What follows belongs to an exercise in optimizing a design on an open flow for small area and a short achievable clock period; a production flow would make more cautious choices.
At most, simulation tests tie the RTL to the original design; equivalence was not proved.
Power and IR drop assume default switching activity.

## xenon
Design ex_top, start of the top module:
module ex_top #(
	parameter int DATA_WIDTH = 64,
	parameter int ALU_K      = 4,
	parameter int BR_K       = 8,
	parameter int ALU_KIND   = 0,
	parameter int BR_KIND    = 0
) (
	input  logic                  clk,
	input  logic                  reset,
	input  logic                  issue,
	input  logic [DATA_WIDTH-1:0] read_data1,
	input  logic [DATA_WIDTH-1:0] read_data2,
	input  logic [DATA_WIDTH-1:0] pc,
	input  logic [DATA_WIDTH-1:0] imm,
	input  logic [DATA_WIDTH-1:0] br_offset,
	input  ex_pkg::alu_op_t       alu_op,
	input  logic                  alu_src,
	input  logic                  set_flags,
	input  ex_pkg::br_kind_t      br_kind,
	input  ex_pkg::cond_t         cond,
	output logic                  result_valid,
	output logic [DATA_WIDTH-1:0] alu_result,
	output logic [DATA_WIDTH-1:0] store_data,
	output logic [DATA_WIDTH-1:0] br_target,
	output logic                  br_taken,
	output logic                  negative,
	output logic                  zero,
	output logic                  overflow,
	output logic                  carry_out
);
Size: roughly 530 I/O pins, roughly 22000 µm² of cells after synthesis.
Settings: LEC_CHECK=0, ABC_AREA=1, CAP_MARGIN=20, CORE_MARGIN=2, CORE_UTILIZATION=40, CTS_BUF_LIST=sky130_fd_sc_hd__clkbuf_16, CTS_CLUSTER_DIAMETER=90, CTS_CLUSTER_SIZE=40, SETUP_SLACK_MARGIN=3.0, SLEW_MARGIN=20, SYNTH_HIERARCHICAL=1, TNS_END_PERCENT=10; clock period 5.5 ns.
standard.sh (not shown) runs the stock make flow with config.mk's settings and CLKGATE_MAP_FILE= SYNTH_SCRIPT=/design/flow/synth_recipe.tcl, a recipe that flattens the netlist after the stock synthesis.
==> flow/flow/run.sh <==
#!/bin/bash
# Standard layout, with plain buf_1 cells as the port buffers instead of the
# buffer_ports default (clkdlybuf4s50_1). Each tool's output goes to its own log.
set -euo pipefail
export BUFFER_PORTS_ARGS="-buffer_cell sky130_fd_sc_hd__buf_1"
bash standard.sh synth > synth.log 2>&1
bash standard.sh > layout.log 2>&1
xenon completed end to end with timing, DRC and antenna clean.
Inputs modified between xenon and willow:
- changing CTS_CLUSTER_SIZE from 40 to 30
- changing CTS_CLUSTER_DIAMETER from 90 to 80
- changing SETUP_SLACK_MARGIN from 3.0 to 2.9
- removing TNS_END_PERCENT (formerly 10)
Notes after the runs:
willow finished every step from synthesis to the final layout, and the layout passed the timing, design-rule and antenna checks.
Diff xenon -> willow: setup slack now smaller, clock buffer count now larger, clock insertion delay at the later pin of the skew report comparable, share of the final layout cell area in sequential cells comparable, weighted congestion at the end of routability-driven global placement now smaller.
Against xenon, willow comes in 0.040 mW higher on overall power of the completed layout.
Post-cts gate resize count, xenon and willow, lower one = willow.
xenon vs willow, cell with the largest stage delay on the worst path: sky130_fd_sc_hd__o21ai_0 vs sky130_fd_sc_hd__a211oi_1
Routed wire in willow totals more than in xenon.
Compared xenon against willow; number of nets at the end of the flow within noise.
As far as leakage dissipation is concerned, willow and xenon perform about the same.
### willow -> garnet
- ABC_AREA removed (was 1)
- SYNTH_HIERARCHICAL removed (was 1)
- SETUP_SLACK_MARGIN changed from 2.9 to 3.0
- TNS_END_PERCENT newly set to 10
[garnet] worst stage delay on the critical path rose 140 ps relative to willow
Part of the total power dissipated in combinational logic was higher in the run labelled garnet.
garnet vs. willow: count of plain and timing-repair buffers +12%; number of buffers and inverters on the critical path -3.
Delta (garnet minus willow): post-route antenna net violation count flat, post-CTS setup repair buffer count up 28, design area up about 7%, number of standard cells in the final layout excluding fillers down about 8%, total power up about 5%.
Relative to willow, the worst vdd rail ir drop of garnet is higher by 0.18 mV.
Input changes introduced in tundra (baseline for comparison: garnet):
- an added SYNTH_HIERARCHICAL of 1
- an added GPL_ROUTABILITY_DRIVEN of 0
==> summary.txt <==
- On tundra: largest net degree at the start of global routing is about 9% lower than what garnet gave.
- The total power draw of tundra falls short of that of garnet by about 3%.
- Global-route usage over all layers in tundra is 0.91 points above garnet.
- tundra against garnet: reported sequential group power was more or less identical, share of total power in the clock network was more or less identical, fill cell total of the finished layout went down by 85.
- [tundra] critical path depth rose 4 relative to garnet
Input-level comparison between yarrow and tundra:
- clearing GPL_ROUTABILITY_DRIVEN, which used to be 0
- swapping sky130_fd_sc_hd__clkbuf_16 for sky130_fd_sc_hd__clkbuf_8 in CTS_BUF_LIST
- swapping 80 for 60 in CTS_CLUSTER_DIAMETER
- swapping 30 for 20 in CTS_CLUSTER_SIZE
- putting ABC_AREA at 1 where nothing was set
## What came out
- | internal cell power | yarrow vs tundra | 4.3% lower |
- yarrow went all the way through the flow, and no timing, DRC or antenna check failed.
- tundra → yarrow: number of antenna cells inserted moved up; internal reg-to-reg setup slack saw an increase.
- yarrow against tundra: global-route usage over all layers decreased by 0.54 points relative to the old numbers, total power decreased by 0.23 mW relative to the old numbers, initial antenna violation count increased by 8 relative to the old numbers.
- The critical path endpoint comes out u_operand.alu_s[35]$_DFF_P_ in one run and u_operand.alu_g[4]$_DFF_P_ in the other, namely in tundra and yarrow respectively.
- As far as worst hold path depth goes, yarrow and tundra are indistinguishable; the numbers are identical.
Input changes introduced in harbor (baseline for comparison: yarrow):
- a change of SETUP_SLACK_MARGIN from 3.0 to 2.8
- a deleted TNS_END_PERCENT that had been 10
- a change of CTS_BUF_LIST from sky130_fd_sc_hd__clkbuf_8 to sky130_fd_sc_hd__clkbuf_16
- a deleted ABC_AREA that had been 1
- a change of CTS_CLUSTER_DIAMETER from 60 to 80
- a change of CTS_CLUSTER_SIZE from 20 to 30
--- outcome ---
Total chip power: harbor and yarrow compared, higher one is harbor
Max count of plain and timing-repair buffers across harbor and yarrow: harbor
Clock skew: harbor worse than yarrow
harbor gives more average footprint of a synthesized cell than yarrow did.
Changes observed in harbor relative to yarrow: count of clock-buffer cells in the layout shrank by 18, share of the final layout cell area in multi-input gates grew by 3.2 points, count of placed standard cells including taps shrank by about 13%.
Going from yarrow to harbor, the synthesis-to-finish area growth was found to have gone up by 1.9 points.
Min layout cell share with drive strength beyond 1 across harbor and yarrow: harbor

========
Setup of the baseline:
ex_top, a different RTL version from the one above (not shown whole).
For scale: ~430 flip-flops.
==> flow/design.v (excerpt) <==
module ex_top #(
	parameter int DATA_WIDTH = 64,
	parameter int ALU_K      = 4,
	parameter int BR_K       = 4,
	parameter int ALU_KIND   = 0,
	parameter int BR_KIND    = 0
) (
	input  logic                  clk,
	input  logic                  reset,
	input  logic                  issue,
	input  logic [DATA_WIDTH-1:0] read_data1,
	input  logic [DATA_WIDTH-1:0] read_data2,
	input  logic [DATA_WIDTH-1:0] pc,
	input  logic [DATA_WIDTH-1:0] imm,
	input  logic [DATA_WIDTH-1:0] br_offset,
	input  ex_pkg::alu_op_t       alu_op,
	input  logic                  alu_src,
	input  logic                  set_flags,
	input  ex_pkg::br_kind_t      br_kind,
	input  ex_pkg::cond_t         cond,
	output logic                  result_valid,
	output logic [DATA_WIDTH-1:0] alu_result,
	output logic [DATA_WIDTH-1:0] store_data,
	output logic [DATA_WIDTH-1:0] br_target,
	output logic                  br_taken,
	output logic                  negative,
	output logic                  zero,
	output logic                  overflow,
	output logic                  carry_out
);
==> flow/config.mk <==
export PLATFORM = sky130hd
export DESIGN_NAME = ex_top
export DESIGN_NICKNAME = ex_top
export VERILOG_FILES = /design/flow/design.v
export SDC_FILE = /design/flow/constraint.sdc
export NUM_CORES = 4
export LEC_CHECK = 0
export ABC_CLOCK_PERIOD_IN_PS = 2500
export CAP_MARGIN = 20
export CORE_MARGIN = 2
export CORE_UTILIZATION = 40
export CTS_BUF_LIST = sky130_fd_sc_hd__clkbuf_8
export SETUP_SLACK_MARGIN = 2.5
export SLEW_MARGIN = 20
==> flow/constraint.sdc <==
create_clock -name core_clock -period 5.5 [get_ports {clk}]
set_input_delay 1.1000 -clock core_clock [delete_from_list [all_inputs] [get_ports {clk}]]
set_output_delay 1.1000 -clock core_clock [all_outputs]
set_load 0.01 [all_outputs]
Scripts as last shown in full above: flow/flow/run.sh
The flow did not stop early for the baseline: all stages ran, and the layout cleared the timing, design-rule and antenna checks.
### the baseline -> the candidate
- swapping 2500 for 1500 in ABC_CLOCK_PERIOD_IN_PS
- swapping 2.5 for 3.5 in SETUP_SLACK_MARGIN
Notes after the runs:
- Of the baseline and the candidate, the baseline shows the lower setup slack after layout, with the candidate above it.
- The candidate gives more combinational power than the baseline did.
- The candidate against the baseline: count of non-CTS buffers in the layout went up, weighted congestion at the end of routability-driven global placement +1.8%, count of vias placed by the detailed router rose 2,152.
No functional check of the RTL was part of any run of this note.

========
the reference run:
ex_top, a different RTL version from the one above (not shown whole).
Size: about 520 flip-flops.
## ex_top
module ex_top #(
	parameter int DATA_WIDTH = 64,
	parameter int ALU_KIND   = 0,
	parameter int BR_KIND    = 0
) (
	input  logic                  clk,
	input  logic                  reset,
	input  logic                  issue,
	input  logic [DATA_WIDTH-1:0] read_data1,
	input  logic [DATA_WIDTH-1:0] read_data2,
	input  logic [DATA_WIDTH-1:0] pc,
	input  logic [DATA_WIDTH-1:0] imm,
	input  logic [DATA_WIDTH-1:0] br_offset,
	input  ex_pkg::alu_op_t       alu_op,
	input  logic                  alu_src,
	input  logic                  set_flags,
	input  ex_pkg::br_kind_t      br_kind,
	input  ex_pkg::cond_t         cond,
	output logic                  result_valid,
	output logic [DATA_WIDTH-1:0] alu_result,
	output logic [DATA_WIDTH-1:0] store_data,
	output logic [DATA_WIDTH-1:0] br_target,
	output logic                  br_taken,
	output logic                  negative,
	output logic                  zero,
	output logic                  overflow,
	output logic                  carry_out
);
	localparam int MSB = DATA_WIDTH - 1;
	logic                  op_valid;
	logic [DATA_WIDTH-1:0] alu_g, alu_p, br_g, br_p, store_operand;
	logic                  alu_cin, set_flags_q;
	logic [3:0]            test_q;
	ex_operand_stage #(.DATA_WIDTH(DATA_WIDTH)) u_operand (
		.clk(clk), .reset(reset), .issue(issue),
		.read_data1(read_data1), .read_data2(read_data2), .imm(imm),
  ...
export LEC_CHECK = 0
export ABC_CLOCK_PERIOD_IN_PS = 2500
export CAP_MARGIN = 20
export CORE_MARGIN = 2
export CORE_UTILIZATION = 40
export CTS_BUF_LIST = sky130_fd_sc_hd__clkbuf_8
export SETUP_SLACK_MARGIN = 2.5
export SLEW_MARGIN = 20
create_clock -name core_clock -period 5.5 [get_ports {clk}]
Scripts as last shown in full above: flow/flow/run.sh
Per the final summary, the reference run finished and its layout is clean on timing, DRC and antenna.
The inputs of the trial run differ from those of the reference run as listed below.
# the reference run
export LEC_CHECK = 0
export ABC_CLOCK_PERIOD_IN_PS = 2500
export CAP_MARGIN = 20
export CORE_MARGIN = 2
export CORE_UTILIZATION = 40
export CTS_BUF_LIST = sky130_fd_sc_hd__clkbuf_8
export SETUP_SLACK_MARGIN = 2.5
export SLEW_MARGIN = 20
create_clock -name core_clock -period 5.5 [get_ports {clk}]
# the trial run
export LEC_CHECK = 0
export ABC_CLOCK_PERIOD_IN_PS = 2500
export CAP_MARGIN = 20
export CORE_MARGIN = 2
export CORE_UTILIZATION = 40
export SETUP_SLACK_MARGIN = 2.5
export SLEW_MARGIN = 20
create_clock -name core_clock -period 5.5 [get_ports {clk}]
==> flow/run.sh (new file) <==
#!/bin/bash
# synth_recipe.tcl (not shown) runs the flow's synth.tcl, then flattens the netlist and writes it again
# the make line also repeats each setting of config.mk as NAME=value (left out here)
make -C /OpenROAD-flow-scripts/flow DESIGN_CONFIG=/design/flow/config.mk WORK_HOME=/design/flow/orfs CLKGATE_MAP_FILE= SYNTH_SCRIPT=/design/flow/synth_recipe.tcl finish
removed: flow/flow/run.sh
removed: flow/standard.sh
### Flow results
- From the trial run to the reference run, number of antenna diodes did not move at all.
- [the trial run] detail-routed via count per cell rose 3.9% relative to the reference run
- The trial run vs. the reference run: largest vdd supply drop now sits higher, maximum level of the CTS H-tree fell by 1, final clock period utilization by the worst path now smaller.
- From the reference run to the trial run the numbers moved as follows: worst setup slack before clock tree synthesis decreased by 68 ps relative to the old numbers; static leakage increased by 9.9% relative to the old numbers.
No functional check of the RTL was part of any run of this note.

========
RTL: one of the versions met above, not the one the previous note started from.
Size: about 2500 cells after synthesis, roughly 530 I/O pins.
clock: 5.5 ns
lec_check: 0
abc_area: 1
cap_margin: 20
core_margin: 2
core_utilization: 40
cts_buf_list: sky130_fd_sc_hd__clkbuf_16
cts_cluster_diameter: 80
cts_cluster_size: 30
setup_slack_margin: 3.0
slew_margin: 20
synth_hierarchical: 1
tns_end_percent: 5
==> flow/flow/run.sh <==
#!/bin/bash
# Standard layout, with plain buf_1 cells as the port buffers instead of the
# buffer_ports default (clkdlybuf4s50_1). Each tool's output goes to its own log.
set -euo pipefail
export BUFFER_PORTS_ARGS="-buffer_cell sky130_fd_sc_hd__buf_1"
bash standard.sh synth > synth.log 2>&1
bash standard.sh > layout.log 2>&1
The starting point passed the timing, design-rule and antenna checks.
Next try:
--- a/flow/config.mk
+++ b/flow/config.mk
@@ -9,10 +9,11 @@
 export CAP_MARGIN = 20
 export CORE_MARGIN = 2
-export CORE_UTILIZATION = 40
+export CORE_UTILIZATION = 45
 export CTS_BUF_LIST = sky130_fd_sc_hd__clkbuf_16
 export CTS_CLUSTER_DIAMETER = 80
 export CTS_CLUSTER_SIZE = 30
+export PLACE_DENSITY = 0.6
 export SETUP_SLACK_MARGIN = 3.0
 export SLEW_MARGIN = 20
 export SYNTH_HIERARCHICAL = 1
-export TNS_END_PERCENT = 5
+export TNS_END_PERCENT = 10
Effect:
- The changed run ran to the end with no violations
- total power grows by 1.7%
- worst hold slack is better by 5.9 ps
- routed wire length shrinks by 4.9%
- die area shrinks by 11%
- fmax shrinks by 3.0%

========
ex_top again, from the RTL that the note above started with.
==> flow/config.mk <==
export PLATFORM = sky130hd
export DESIGN_NAME = ex_top
export DESIGN_NICKNAME = ex_top
export VERILOG_FILES = /design/flow/design.v
export SDC_FILE = /design/flow/constraint.sdc
export NUM_CORES = 4
export LEC_CHECK = 0
export ABC_AREA = 1
export CAP_MARGIN = 20
export CORE_MARGIN = 2
export CORE_UTILIZATION = 40
export CTS_BUF_LIST = sky130_fd_sc_hd__clkbuf_16
export CTS_CLUSTER_DIAMETER = 80
export CTS_CLUSTER_SIZE = 30
export PLACE_DENSITY = 0.7
export SETUP_SLACK_MARGIN = 3.0
export SLEW_MARGIN = 20
export SYNTH_HIERARCHICAL = 1
export TNS_END_PERCENT = 10
==> flow/constraint.sdc <==
create_clock -name core_clock -period 5.5 [get_ports {clk}]
set_input_delay 1.1000 -clock core_clock [delete_from_list [all_inputs] [get_ports {clk}]]
set_output_delay 1.1000 -clock core_clock [all_outputs]
set_load 0.01 [all_outputs]
Scripts as last shown in full above: flow/flow/run.sh
The first run produced a clean layout.
Next try:
- PLACE_DENSITY: 0.7 -> not set
- SETUP_SLACK_MARGIN: 3.0 -> 3.1
Result: Worst hold slack degrades by 24 ps; final area grows by a few percent; setup slack improves by 65 ps; routed wire length goes up by roughly a tenth; total power goes up slightly; sequential power barely changes; flip-flop and latch count stays the same; global-route usage grows by 1.9 points; register-to-register slack improved by 120 ps; combinational power came out higher by a few percent.
Next try:
- SETUP_SLACK_MARGIN: 3.1 -> 3.3
Effect: Core utilization rose by 2.2 points. Worst hold slack is better by 4.9 ps. Setup slack improves by 45 ps. Clock power barely changes. Area after synthesis is unchanged. Sequential power hardly moves. Via count climbs by 2.8%. Count of clock-buffer cells in the layout does not change. Design area climbs by 4.5%.
Next try:
- ABC_AREA: 1 -> not set
- SETUP_SLACK_MARGIN: 3.3 -> 3.2
- TNS_END_PERCENT: 10 -> 5
Setup slack is worse by 100 ps.
Power goes down slightly.
Routed wire length fell by a few percent.
Fmax fell by a few percent.
Final area falls by a few percent.
Register-to-register slack degrades by 110 ps.
Critical path depth grows by 8.
Via count went down by a few percent.
Combinational power is lower by a little under a tenth.

## static timing again, ports no longer ideal
The flow's constraints put no driver on any port. The routed layouts listed below were extracted and timed again, unchanged, in two steps.
Step 1 assumes that a clkbuf_16 drives the clock port and a buf_2 every other input.
Step 2 moves the port delays by t, midway between the first and last clock arrival at a register: inputs arrive t later, outputs are due t later. That takes back most of the time a late clock gives input paths.
a / b / c = ideal / step 1 / step 2; a / b = the first two.
run	t, ns	setup slack, ns	clock arrival spread, ns
xenon	0.656	3.062 / 3.034 / 2.378	0.038 / 0.038
willow	0.655	2.954 / 2.949 / 2.293	0.037 / 0.037
garnet	0.663	2.682 / 2.624 / 1.960	0.029 / 0.029
tundra	0.662	3.031 / 2.722 / 2.059	0.052 / 0.053
yarrow	0.683	3.039 / 3.007 / 2.324	0.043 / 0.043
harbor	0.649	2.851 / 2.731 / 2.081	0.059 / 0.059
the baseline	0.716	2.497 / 2.518 / 1.801	0.033 / 0.033
the candidate	0.718	2.902 / 2.793 / 2.074	0.049 / 0.049
the reference run	0.754	2.341 / 2.341 / 2.000	0.048 / 0.047
the trial run	0.677	2.421 / 2.421 / 2.023	0.021 / 0.021
the first run of note 4	0.664	3.086 / 3.045 / 2.381	0.034 / 0.034
the second run of note 4	0.671	3.012 / 2.946 / 2.275	0.037 / 0.037
the first run of note 5	0.645	3.015 / 3.011 / 2.367	0.034 / 0.033
the second run of note 5	0.665	3.080 / 3.022 / 2.357	0.035 / 0.035
the third run of note 5	0.669	3.125 / 3.064 / 2.444	0.035 / 0.036
the fourth run of note 5	0.664	3.022 / 2.835 / 2.171	0.050 / 0.050
After both steps setup and hold are still met in every run listed. The setup slack of tundra, which loses most, moves by -0.309 ns with the drivers and by -0.972 ns with both steps.
